This design comes from an exercise in tuning for small area, a short achievable clock period and few clock cycles per item on the open sky130 flow, not from production work.
In this exercise RTL edits were held to simulation tests only and were not proved equivalent to the original.

==> inputs of 03-16 <==
Design voice_slot_sample_mixer, start of the top module:
module voice_slot_sample_mixer (
  input  logic                clk_i,
  input  logic                rst_ni,
  input  logic                push,
  output logic                full,
  input  logic [1:0]          kind_i,
  input  logic [2:0]          slot_i,
  input  logic [23:0]         wave_length_i,
  input  logic [15:0]         gain_i,
  input  logic                repeat_req_i,
  input  logic signed [15:0]  sample_value_i,
  output logic                empty,
  input  logic                pop,
  output logic [2:0]          slot_out_o,
  output logic                ok_o,
  output logic [23:0]         next_position_o,
  output logic                voice_active_o,
  output logic signed [23:0]  mix_o,
  output logic [3:0]          active_voices_o
);
clock: 11.0 ns
lec_check: 0
abc_clock_period_in_ps: 2000
cap_margin: 20
core_margin: 2
core_utilization: 40
cts_cluster_diameter: 70
cts_cluster_size: 25
setup_slack_margin: 0.3
slew_margin: 20
synth_hierarchical: 1
standard.sh (not shown) runs the stock make flow with config.mk's settings and CLKGATE_MAP_FILE= SYNTH_SCRIPT=/design/flow/synth_recipe.tcl, a recipe that flattens the netlist after the stock synthesis.
==> flow/flow/run.sh <==
#!/bin/bash
set -euo pipefail
bash standard.sh SETUP_SLACK_MARGIN=7.65 MATCH_CELL_FOOTPRINT=0 \
  "BUFFER_PORTS_ARGS=-buffer_cell sky130_fd_sc_hd__buf_4" finish > standard.log 2>&1
==> 01-12: changes against 03-16 <==
--- a/flow/design.v
+++ b/flow/design.v
@@ -1,39 +1,61 @@
 `timescale 1ns / 1ps
 module vssm_front (
+  input  logic               clk_i,
+  input  logic               rst_ni,
+  input  logic               push_i,
+  input  logic               full_i,
+  input  logic [1:0]         kind_i,
+  input  logic [2:0]         slot_i,
+  input  logic [23:0]        wave_length_i,
+  input  logic [15:0]        gain_i,
+  input  logic               repeat_req_i,
   input  logic signed [15:0] sample_value_i,
-  output logic [7:0]         neg_o,
-  output logic [7:0]         one_o,
-  output logic [7:0]         two_o
+  output logic               cmd_valid_o,
+  output logic [1:0]         cmd_kind_o,
+  output logic [40:0]        cmd_data_o
 );
+  localparam logic [1:0] KIND_PLAY = 2'd0;
+  logic [7:0]  b_neg, b_one, b_two;
+  logic [40:0] data_d;
   always_comb begin
     for (int j = 0; j < 8; j++) begin
       logic b2, b1, b0;
       b2 = sample_value_i[2*j+1];
       b1 = sample_value_i[2*j];
       b0 = (j == 0) ? 1'b0 : sample_value_i[2*j-1];
-      neg_o[j] = b2 & ~(b1 & b0);
-      one_o[j] = b1 ^ b0;
-      two_o[j] = (b2 & ~b1 & ~b0) | (~b2 & b1 & b0);
+      b_neg[j] = b2 & ~(b1 & b0);
+      b_one[j] = b1 ^ b0;
+      b_two[j] = (b2 & ~b1 & ~b0) | (~b2 & b1 & b0);
+    end
+  end
+  assign data_d = (kind_i == KIND_PLAY) ? {wave_length_i, gain_i, repeat_req_i}
+                                        : {14'd0, slot_i, b_neg, b_one, b_two};
+  always_ff @(posedge clk_i or negedge rst_ni) begin
+    if (!rst_ni) begin
+      cmd_valid_o <= 1'b0;
+    end else if (!full_i) begin
+      cmd_valid_o <= push_i;
+    end
+  end
+  always_ff @(posedge clk_i) begin
+    if (!full_i) begin
+      cmd_kind_o <= kind_i;
+      cmd_data_o <= data_d;
     end
   end
 endmodule
 `timescale 1ns / 1ps
 module vssm_back (
   input  logic               clk_i,
   input  logic               rst_ni,
   input  logic               push_i,
   output logic               full_o,
-  input  logic [1:0]         kind_i,
-  input  logic [2:0]         slot_i,
-  input  logic [23:0]        wave_length_i,
-  input  logic [15:0]        gain_i,
-  input  logic               repeat_req_i,
-  input  logic [7:0]         smp_neg_i,
-  input  logic [7:0]         smp_one_i,
-  input  logic [7:0]         smp_two_i,
+  input  logic               cmd_valid_i,
+  input  logic [1:0]         cmd_kind_i,
+  input  logic [40:0]        cmd_data_i,
   output logic               empty_o,
   output logic [2:0]         slot_out_o,
   output logic               ok_o,
   output logic [23:0]        next_position_o,
   output logic               voice_active_o,
   output logic signed [23:0] mix_o,
@@ -73,51 +95,48 @@
   logic [MW-1:0] v_s, v_c;    
   logic        vs_play_ok, vs_free_it;
   logic [3:0]  act_d;
   logic [2:0]  x_slot, alloc_m;
   logic [15:0] g_eff;
   logic        m_play, fwd_m, fwd_v;
-  assign x_slot  = slot_i;
+  assign x_slot  = cmd_data_i[26:24];
   assign m_play  = m_v && (m_kind == KIND_PLAY);
   assign alloc_m = vs_play_ok ? stk_q[1] : (vs_free_it ? v_slot : stk_q[0]);
   assign fwd_m   = m_play && !act_d[3] && (alloc_m == x_slot);
   assign fwd_v   = vs_play_ok && (stk_q[0] == x_slot);
-  assign g_eff   = fwd_m ? m_data[16:1] : (fwd_v ? v_s[16:1] : gain_q[x_slot]);
+  assign g_eff   = fwd_m ? m_data[16:1] : (fwd_v ? v_c[32:17] : gain_q[x_slot]);
   always_ff @(posedge clk_i or negedge rst_ni) begin
     if (!rst_ni) begin
       m_v <= 1'b0;
-    end else if (!full_q) begin
-      m_v <= push_i;
+    end else if (adv) begin
+      m_v <= cmd_valid_i;
     end
   end
   always_ff @(posedge clk_i) begin
-    if (!full_q) begin
-      m_kind <= kind_i;
+    if (adv) begin
+      m_kind <= cmd_kind_i;
       m_slot <= x_slot;
-      m_data <= (kind_i == KIND_PLAY) ? {wave_length_i, gain_i, repeat_req_i}
-                                      : {1'b0, g_eff, smp_neg_i, smp_one_i, smp_two_i};
+      m_data <= (cmd_kind_i == KIND_PLAY) ? cmd_data_i : {1'b0, g_eff, cmd_data_i[23:0]};
     end
   end
-  logic          m_pl;
   logic [15:0]   m_gain;
   logic [7:0]    m_neg, m_one, m_two;
   logic [MW-1:0] row [9];
-  assign m_pl   = (m_kind == KIND_PLAY);
   assign m_gain = m_data[39:24];
-  assign m_neg  = m_data[23:16] & {8{~m_pl}};
-  assign m_one  = m_data[15:8] & {8{~m_pl}};
-  assign m_two  = m_data[7:0] & {8{~m_pl}};
+  assign m_neg  = m_data[23:16];
+  assign m_one  = m_data[15:8];
+  assign m_two  = m_data[7:0];
   always_comb begin
     for (int j = 0; j < 9; j++) row[j] = '0;
-    row[8] = MW'(33'h0_5556_2000) & {MW{~m_pl}};
+    row[8] = MW'(33'h0_5556_2000);
     for (int j = 0; j < 8; j++) begin
       for (int k = 0; k < 17; k++) begin
         row[j][2*j+k] = ((m_one[j] & ((k < 16) ? m_gain[k] : 1'b0)) |
                          (m_two[j] & ((k > 0) ? m_gain[k-1] : 1'b0))) ^ m_neg[j];
       end
-      row[j][2*j+17] = ~(m_neg[j] | m_pl);
+      row[j][2*j+17] = ~m_neg[j];
       if (j < 7) row[j+1][2*j] = m_neg[j];
       else       row[8][2*j]   = m_neg[j];
     end
   end
   logic [MW-1:0] s1, c1, s2, c2, s3, c3, s4, c4, s5, c5, s6, c6, ps, pc;
   assign s1 = row[0] ^ row[1] ^ row[2];
@@ -126,13 +145,13 @@
   assign c2 = ((row[3] & row[4]) | (row[3] & row[5]) | (row[4] & row[5])) << 1;
   assign s3 = row[6] ^ row[7] ^ row[8];
   assign c3 = ((row[6] & row[7]) | (row[6] & row[8]) | (row[7] & row[8])) << 1;
   assign s4 = s1 ^ c1 ^ s2;
   assign c4 = ((s1 & c1) | (s1 & s2) | (c1 & s2)) << 1;
   assign s5 = c2 ^ s3 ^ c3;
-  assign c5 = (((c2 & s3) | (c2 & c3) | (s3 & c3)) << 1) | (m_data[32:0] & {MW{m_pl}});
+  assign c5 = ((c2 & s3) | (c2 & c3) | (s3 & c3)) << 1;
   assign s6 = s4 ^ c4 ^ s5;
   assign c6 = ((s4 & c4) | (s4 & s5) | (c4 & s5)) << 1;
   assign ps = s6 ^ c6 ^ c5;
   assign pc = ((s6 & c6) | (s6 & c5) | (c6 & c5)) << 1;
   always_ff @(posedge clk_i or negedge rst_ni) begin
     if (!rst_ni) begin
@@ -142,15 +161,20 @@
     end
   end
   always_ff @(posedge clk_i) begin
     if (adv) begin
       v_kind <= m_kind;
       v_slot <= m_slot;
-      v_sel  <= m_pl ? m_data[40:33] : (8'b1 << m_slot);
-      v_s    <= ps;
-      v_c    <= pc;
+      v_sel  <= 8'b1 << m_slot;
+      if (m_kind == KIND_PLAY) begin
+        v_s <= {m_data[40:17], 9'd0};
+        v_c <= {m_data[16:0], 16'd0};
+      end else begin
+        v_s <= ps;
+        v_c <= pc;
+      end
     end
   end
   logic        c_go, is_play, is_stop, is_smp, is_frame, addr_kind;
   logic [2:0]  slot, alloc;
   logic [23:0] len_cur, np_cur, np_inc, new_len;
   logic [15:0] new_gain;
@@ -166,15 +190,15 @@
   assign is_stop   = v_v && (v_kind == KIND_STOP);
   assign is_smp    = v_v && (v_kind == KIND_SAMPLE);
   assign is_frame  = v_v && (v_kind == KIND_FRAME);
   assign addr_kind = is_stop || is_smp;
   assign slot      = v_slot;
   assign alloc     = stk_q[0];
-  assign new_len   = {v_sel, v_s[32:17]};
-  assign new_gain  = v_s[16:1];
-  assign new_rep   = v_s[0];
+  assign new_len   = v_s[32:9];
+  assign new_gain  = v_c[32:17];
+  assign new_rep   = v_c[16];
   always_comb begin
     len_cur = '0;
     np_cur  = '0;
     for (int i = 0; i < 8; i++) begin
       len_cur = len_cur | (len_q[i] & {24{v_sel[i]}});
       np_cur  = np_cur | (np_q[i] & {24{v_sel[i]}});
@@ -249,19 +273,20 @@
       if (c_go && is_smp && v_sel[i]) begin
         np_q[i]   <= at_end ? 24'd1 : np_inc;
         last_q[i] <= last_d;
       end
     end
   end
+  logic signed [38:0] wide;
+  logic signed [24:0] sum;
   logic signed [23:0] sum_sat;
-  vssm_mix u_mix (
-    .acc_i (acc_q),
-    .s_i   (v_s),
-    .c_i   (v_c),
-    .sat_o (sum_sat)
-  );
+  assign wide    = $signed({acc_q[23], acc_q, 14'd0}) +
+                   $signed({{6{~v_s[32]}}, ~v_s[32], v_s[31:0]}) +
+                   $signed({6'd0, v_c});
+  assign sum     = wide[38:14];
+  assign sum_sat = (sum[24] != sum[23]) ? (sum[24] ? 24'sh800000 : 24'sh7FFFFF) : sum[23:0];
   always_ff @(posedge clk_i or negedge rst_ni) begin
     if (!rst_ni) begin
       acc_q <= '0;
     end else if (c_go) begin
       if (is_frame) begin
         acc_q <= '0;
@@ -311,29 +336,12 @@
     end
     if (!sp_v_q) begin
       sp_q <= in_sp;
     end
   end
 endmodule
-module vssm_mix (
-  input  logic signed [23:0] acc_i,
-  input  logic [32:0]        s_i,
-  input  logic [32:0]        c_i,
-  output logic signed [23:0] sat_o
-);
-  logic [38:0] op_a, op_b, op_c, cs_s, cs_c, wide;
-  logic signed [24:0] sum;
-  assign op_a  = {acc_i[23], acc_i, 14'd0};
-  assign op_b  = {{6{~s_i[32]}}, ~s_i[32], s_i[31:0]};
-  assign op_c  = {6'd0, c_i};
-  assign cs_s  = op_a ^ op_b ^ op_c;
-  assign cs_c  = ((op_a & op_b) | (op_a & op_c) | (op_b & op_c)) << 1;
-  assign wide  = cs_s + cs_c;
-  assign sum   = wide[38:14];
-  assign sat_o = (sum[24] != sum[23]) ? (sum[24] ? 24'sh800000 : 24'sh7FFFFF) : sum[23:0];
-endmodule
 `timescale 1ns / 1ps
 module voice_slot_sample_mixer (
   input  logic                clk_i,
   input  logic                rst_ni,
   input  logic                push,
   output logic                full,
@@ -349,32 +357,38 @@
   output logic                ok_o,
   output logic [23:0]         next_position_o,
   output logic                voice_active_o,
   output logic signed [23:0]  mix_o,
   output logic [3:0]          active_voices_o
 );
-  logic [7:0] smp_neg, smp_one, smp_two;
+  logic        cmd_valid;
+  logic [1:0]  cmd_kind;
+  logic [40:0] cmd_data;
   vssm_front u_front (
+    .clk_i          (clk_i),
+    .rst_ni         (rst_ni),
+    .push_i         (push),
+    .full_i         (full),
+    .kind_i         (kind_i),
+    .slot_i         (slot_i),
+    .wave_length_i  (wave_length_i),
+    .gain_i         (gain_i),
+    .repeat_req_i   (repeat_req_i),
     .sample_value_i (sample_value_i),
-    .neg_o          (smp_neg),
-    .one_o          (smp_one),
-    .two_o          (smp_two)
+    .cmd_valid_o    (cmd_valid),
+    .cmd_kind_o     (cmd_kind),
+    .cmd_data_o     (cmd_data)
   );
   vssm_back u_back (
     .clk_i           (clk_i),
     .rst_ni          (rst_ni),
     .push_i          (push),
     .full_o          (full),
-    .kind_i          (kind_i),
-    .slot_i          (slot_i),
-    .wave_length_i   (wave_length_i),
-    .gain_i          (gain_i),
-    .repeat_req_i    (repeat_req_i),
-    .smp_neg_i       (smp_neg),
-    .smp_one_i       (smp_one),
-    .smp_two_i       (smp_two),
+    .cmd_valid_i     (cmd_valid),
+    .cmd_kind_i      (cmd_kind),
+    .cmd_data_i      (cmd_data),
     .empty_o         (empty),
     .slot_out_o      (slot_out_o),
     .ok_o            (ok_o),
     .next_position_o (next_position_o),
     .voice_active_o  (voice_active_o),
     .mix_o           (mix_o),
==> flow/flow/run.sh (replaced) <==
#!/bin/bash
set -euo pipefail
bash standard.sh SETUP_SLACK_MARGIN=7.5 MATCH_CELL_FOOTPRINT=0 \
  "BUFFER_PORTS_ARGS=-buffer_cell sky130_fd_sc_hd__buf_4" finish > standard.log 2>&1
--- a/flow/config.mk
+++ b/flow/config.mk
@@ -10,7 +10,6 @@
 export CORE_MARGIN = 2
 export CORE_UTILIZATION = 40
 export CTS_CLUSTER_DIAMETER = 70
 export CTS_CLUSTER_SIZE = 25
 export SETUP_SLACK_MARGIN = 0.3
 export SLEW_MARGIN = 20
-export SYNTH_HIERARCHICAL = 1
==> 02-07: changes against 03-16 <==
==> flow/flow/run.sh (replaced) <==
#!/bin/bash
set -euo pipefail
bash standard.sh SETUP_SLACK_MARGIN=7.35 MATCH_CELL_FOOTPRINT=0 \
  "BUFFER_PORTS_ARGS=-buffer_cell sky130_fd_sc_hd__buf_4" finish > standard.log 2>&1
==> run summary <==
seq_cells=816; status=no timing/DRC/antenna violations; WL per Instance=24.85 um; Syn Nets=3757; HPWL Detailed=around 75 mm; filler cell count in the final layout=9216; worst hold path endpoint=u_back.stk_q[6][1]; Layout Nets=3992; ys async rst share=0.07966; Unique masters post-synth=91; GPL Wtd Cong=0.8561; Area growth syn-to-layout=17.95%; xor-xnor portion of the synthesized cell area=0.04275; Post-CTS Setup Bufs=213; Die ar.=about 110000 um^2
-- figures above: 03-16

==> run summary <==
GPL Wtd Cong=0.8750; filler cell count in the final layout=9276; WL per Instance=24.87 um; HPWL Detailed=just over 70 mm; status=no timing/DRC/antenna violations; worst hold path endpoint=u_back.m_data[17]; seq_cells=about 850; Post-CTS Setup Bufs=155; Die ar.=107900 um^2; Area growth syn-to-layout=16.18%; Unique masters post-synth=82; Layout Nets=3711; Syn Nets=3486
-- figures above: 01-12

==> run summary <==
status=no timing/DRC/antenna violations; Layout Nets=~3.9k; Area growth syn-to-layout=13.68%; Post-CTS Setup Bufs=around 120; worst hold path endpoint=u_back.v_kind[1]; seq_cells=just over 800; ys async rst share=0.07966; Die ar.=108600 um^2; Syn Nets=between 3k and 4k
-- figures above: 02-07

Testbench counts of 03-16, summed over its fixed seeds: cycles 12,024, items 12,000.
Testbench counts of 01-12, summed over its fixed seeds: cycles 12,032, items 12,000.
Testbench counts of 02-07, summed over its fixed seeds: cycles 12,024, items 12,000.

==> what the ideal ports hide <==
The results above use ideal ports. As a check the final layouts listed here were re-extracted and re-timed, cells and wires unchanged.
Step 1: set_driving_cell puts a clkbuf_16 on clk_i and a buf_2 on each other input, an assumption about the parent block.
Step 2 adds t to the input delays and takes it off the output delays; t is the mean of the earliest and latest rising clock arrival at the registers after step 1. Input paths then give back, and output paths get back, about the clock's delay inside the block.
a / b / c = ideal ports / drivers / drivers and shift; a / b = the first two.
| run | shift t [ns] | setup WS [ns] | hold WS [ns] | worst setup path at the end |
|---|---|---|---|---|
| 03-16 | 0.712 | 7.483 / 7.441 / 6.921 | 0.489 / 0.489 / 0.489 | input to register |
| 01-12 | 0.711 | 7.383 / 7.349 / 7.383 | 0.423 / 0.423 / 0.423 | register to register |
| 02-07 | 0.706 | 7.399 / 7.399 / 6.795 | 0.457 / 0.457 / 0.457 | input to register |
After both steps setup and hold are still met in every run listed. The setup slack of 02-07, which loses most, moves by 0.000 ns with the drivers and by -0.604 ns with both steps.
